Background: an optimization exercise with open tools, aiming at small area, a short achievable clock period and few clock cycles. Do not read the settings as production practice.
In this exercise RTL edits were held to simulation tests only and were not proved equivalent to the original.

// ntt_top
module ntt_top (
    input  logic        clk,
    input  logic        rst,
    input  logic        i_start,
    input  logic        i_mode,
    output logic        o_done,
    output logic        o_bram_a_we,
    output logic [7:0]  o_bram_a_addr,
    output logic [15:0] o_bram_a_wdata,
    output logic        o_bram_b_we,
    output logic [7:0]  o_bram_b_addr,
    output logic [15:0] o_bram_b_wdata,
    input  logic [15:0] i_bram_dout_a,
    input  logic [15:0] i_bram_dout_b
);
export LEC_CHECK = 0
export CAP_MARGIN = 20
export CORE_MARGIN = 2
export CORE_UTILIZATION = 45
export PLACE_DENSITY = 0.55
export SLEW_MARGIN = 20
create_clock -name core_clock -period 13.5 [get_ports {clk}]
standard.sh (not shown) runs the stock make flow with config.mk's settings and CLKGATE_MAP_FILE= SYNTH_SCRIPT=/design/flow/synth_recipe.tcl, a recipe that flattens the netlist after the stock synthesis.
==> flow/flow/run.sh <==
#!/bin/bash
# The standard layout, with the port buffers made of sky130_fd_sc_hd__buf_2
# cells instead of the resizer's default choice. Every port is still buffered.
set -euo pipefail
export BUFFER_PORTS_ARGS="-buffer_cell sky130_fd_sc_hd__buf_2"
bash standard.sh > standard.log 2>&1
The baseline completed without violations.
Testbench counts at the start, summed over its fixed seeds: cycles 66,632.
==> next run, changes <==
--- a/flow/design.v
+++ b/flow/design.v
@@ -1030,43 +1030,43 @@
     end
     always_ff @(posedge clk) begin
         if (start) begin
             mode_q <= i_mode;
             c      <= 11'd1;
         end else if (busy) begin
             c      <= c + 11'd1;
         end
     end
     assign o_done = done_q;
-    logic [10:0] cn, uw1, uw2, acn;
+    logic [8:0]  c9p1, c9m4, c9m8, acn;
     logic        wr1_n, wr2_n, rdn_n, rd_n;
-    assign cn    = c + 11'd1;
-    assign uw1   = cn - 11'(LAG_WR1);
-    assign uw2   = cn - 11'(LAG_WR2);
-    assign rdn_n = !cn[0];
+    assign rdn_n = c[0];
     assign rd_n  = !c[0];
-    assign wr1_n = cn[0] && (uw1[10:8] == 3'd0);
-    assign wr2_n = cn[0] && (uw2[10:8] != 3'd0) && !uw2[10];
-    assign acn   = rdn_n ? cn : (uw1[10:8] == 3'd0 ? uw1 : uw2);
+    assign wr1_n = !c[0] && (c >= 11'(LAG_WR1 - 1)) && (c < 11'(LAG_WR1 - 1 + 256));
+    assign wr2_n = !c[0] && (c >= 11'(LAG_WR2 - 1 + 256)) && (c < 11'(LAG_WR2 - 1 + 1024));
+    assign c9p1  = c[9:1] + 9'd1;
+    assign c9m4  = c[9:1] - 9'((LAG_WR1 - 1) / 2);
+    assign c9m8  = c[9:1] - 9'((LAG_WR2 - 1) / 2);
+    assign acn   = rdn_n ? c9p1 : (wr1_n ? c9m4 : c9m8);
     logic       pre_rd, pre_sw, pre_we;
     logic [8:0] pre_ac;
     always_ff @(posedge clk or posedge rst) begin
         if (rst) begin
             pre_we <= 1'b0;
         end else begin
             pre_we <= busy && (wr1_n || wr2_n);
         end
     end
     always_ff @(posedge clk) begin
         pre_rd <= rdn_n;
         pre_sw <= wr1_n;
-        pre_ac <= acn[9:1];
+        pre_ac <= acn;
     end
     logic [23:0] ga;
     logic [7:0]  base, fb, sb, hb, n_addr_a, n_addr_b;
     logic        sel;
     always_comb begin
         ga   = grp_addr(mode_q, pre_ac[8:7], (pre_ac[8:7] == 2'd0) ? pre_ac[6:0] : {1'b0, pre_ac[6:1]});
         base = ga[23:16];
         fb   = ga[15:8];
         sb   = ga[7:0];
         sel  = (pre_ac[8:7] != 2'd0) && pre_ac[0];
@@ -1092,29 +1092,29 @@
         addr_a_q <= n_addr_a;
         addr_b_q <= n_addr_b;
     end
     logic [11:0] bf_r0, bf_r1;
     logic [11:0] h1_0, h1_1, h2;
     logic [11:0] op_u, op_v;
     logic [6:0]  zi_q;
     logic [11:0] zrom;
     logic [10:0] cs1;
     logic        sgl_q, l2b_q, l1_q;
-    assign cs1    = c - 11'd2;      
-    logic [8:0]  zc9_n, zc9_q;
-    logic [8:0]  zc9_m1, zc9_m5;
-    assign zc9_m1 = c[9:1] - 9'd1;
-    assign zc9_m5 = c[9:1] - 9'((LAG_L2 - 1) / 2);
-    assign zc9_n  = c[0] ? c[9:1] : ((cs1[10:8] == 3'd0) ? zc9_m1 : zc9_m5);
-    always_ff @(posedge clk) begin
-        zc9_q <= zc9_n;
-    end
+    logic [8:0]  zc9;
+    logic        sgl_op, l2_op;
+    logic [8:0]  zc9a, zc9b;
+    assign sgl_op = sgl_q;                                
+    assign l2_op  = c[0] && !sgl_q;
+    assign zc9a   = c[9:1] - 9'd1;
+    assign zc9b   = c[9:1] - 9'((LAG_L2 - 1) / 2);
+    assign zc9    = l2_op ? zc9b : zc9a;
+    assign cs1    = c - 11'd2;                             
     logic cap_q, hp_q, hq_q;
     logic [10:0] uh;
     assign uh = c - 11'd8;
     always_ff @(posedge clk) begin
         begin
             l1_q  <= c[0];
             sgl_q <= busy && (cs1[10:8] == 3'd0);
             l2b_q <= busy && (cs1[10:8] != 3'd0) && cs1[1];
             cap_q <= busy && c[0] && (c < 11'd256);
             hp_q  <= busy && !c[0] && (uh[9:8] != 2'd0) && !uh[10] && !uh[1];
@@ -1142,35 +1142,35 @@
         if (cap_q) begin
             h2 <= i_bram_dout_b[11:0];
         end else if (hq_q) begin
             h2 <= bf_r1;
         end
     end
     logic [6:0]  zi_n;
     logic [5:0]  gg;
     logic        qb;
     always_comb begin
-        gg = zc9_q[6:1];
-        qb = zc9_q[0];
-        if (l1_q || sgl_q) begin
-            case ({mode_q, zc9_q[8:7]})
+        gg = zc9[6:1];
+        qb = zc9[0];
+        if (rd_n || sgl_op) begin
+            case ({mode_q, zc9[8:7]})
                 3'b000: zi_n = 7'd1;
                 3'b001: zi_n = {5'b00001, gg[5]};
                 3'b010: zi_n = {3'b001, gg[5:3]};
                 3'b011: zi_n = {1'b1, gg[5:1]};
                 3'b100: zi_n = {1'b1, ~gg[5:0]};
                 3'b101: zi_n = {2'b01, ~gg[5:2], ~qb};
                 3'b110: zi_n = {4'b0001, ~gg[5:4], ~qb};
                 default: zi_n = {5'b00001, ~qb};
             endcase
         end else begin
-            case ({mode_q, zc9_q[8:7]})
+            case ({mode_q, zc9[8:7]})
                 3'b001: zi_n = {4'b0001, gg[5], qb};
                 3'b010: zi_n = {2'b01, gg[5:3], qb};
                 3'b011: zi_n = {gg[5:1], qb} | 7'h40;
                 3'b101: zi_n = {3'b001, ~gg[5:2]};
                 3'b110: zi_n = {5'b00001, ~gg[5:4]};
                 default: zi_n = 7'd1;
             endcase
         end
     end
     always_ff @(posedge clk) begin
=>
- cell count falls by 1.3%
- worst setup slack got worse by 0.43 ns
- flip-flop and latch count falls by 9
- synthesized area is about the same
- design area barely changes
- clock skew falls by 0.0097 ns
- sequential share of layout area falls by 0.82 points
Testbench counts after the change, summed over its fixed seeds: cycles 66,632.

[re-timing with driven ports]
The results above use ideal ports. As a check the final layouts listed here were re-extracted and re-timed, cells and wires unchanged. Step 1: set_driving_cell puts a clkbuf_16 on clk and a buf_2 on each other input, an assumption about the parent block. Step 2 times the ports against the registers' clock, not the clock port: input delays grow and output delays shrink by t, the midpoint of the rising clock arrivals with the driver on. Three values: no drivers, after step 1, after step 2; two values: the first two.
| run | t, ns | setup slack, ns | worst setup path after step 2 | slew at the worst register clock pin (ns) |
|---|---|---|---|---|
| the first run | 0.605 | 9.278 / 9.278 / 9.278 | register to register | 0.07 / 0.07 |
| the second run | 0.600 | 8.846 / 8.846 / 8.846 | register to register | 0.06 / 0.06 |
After both steps setup and hold are still met in every run listed.
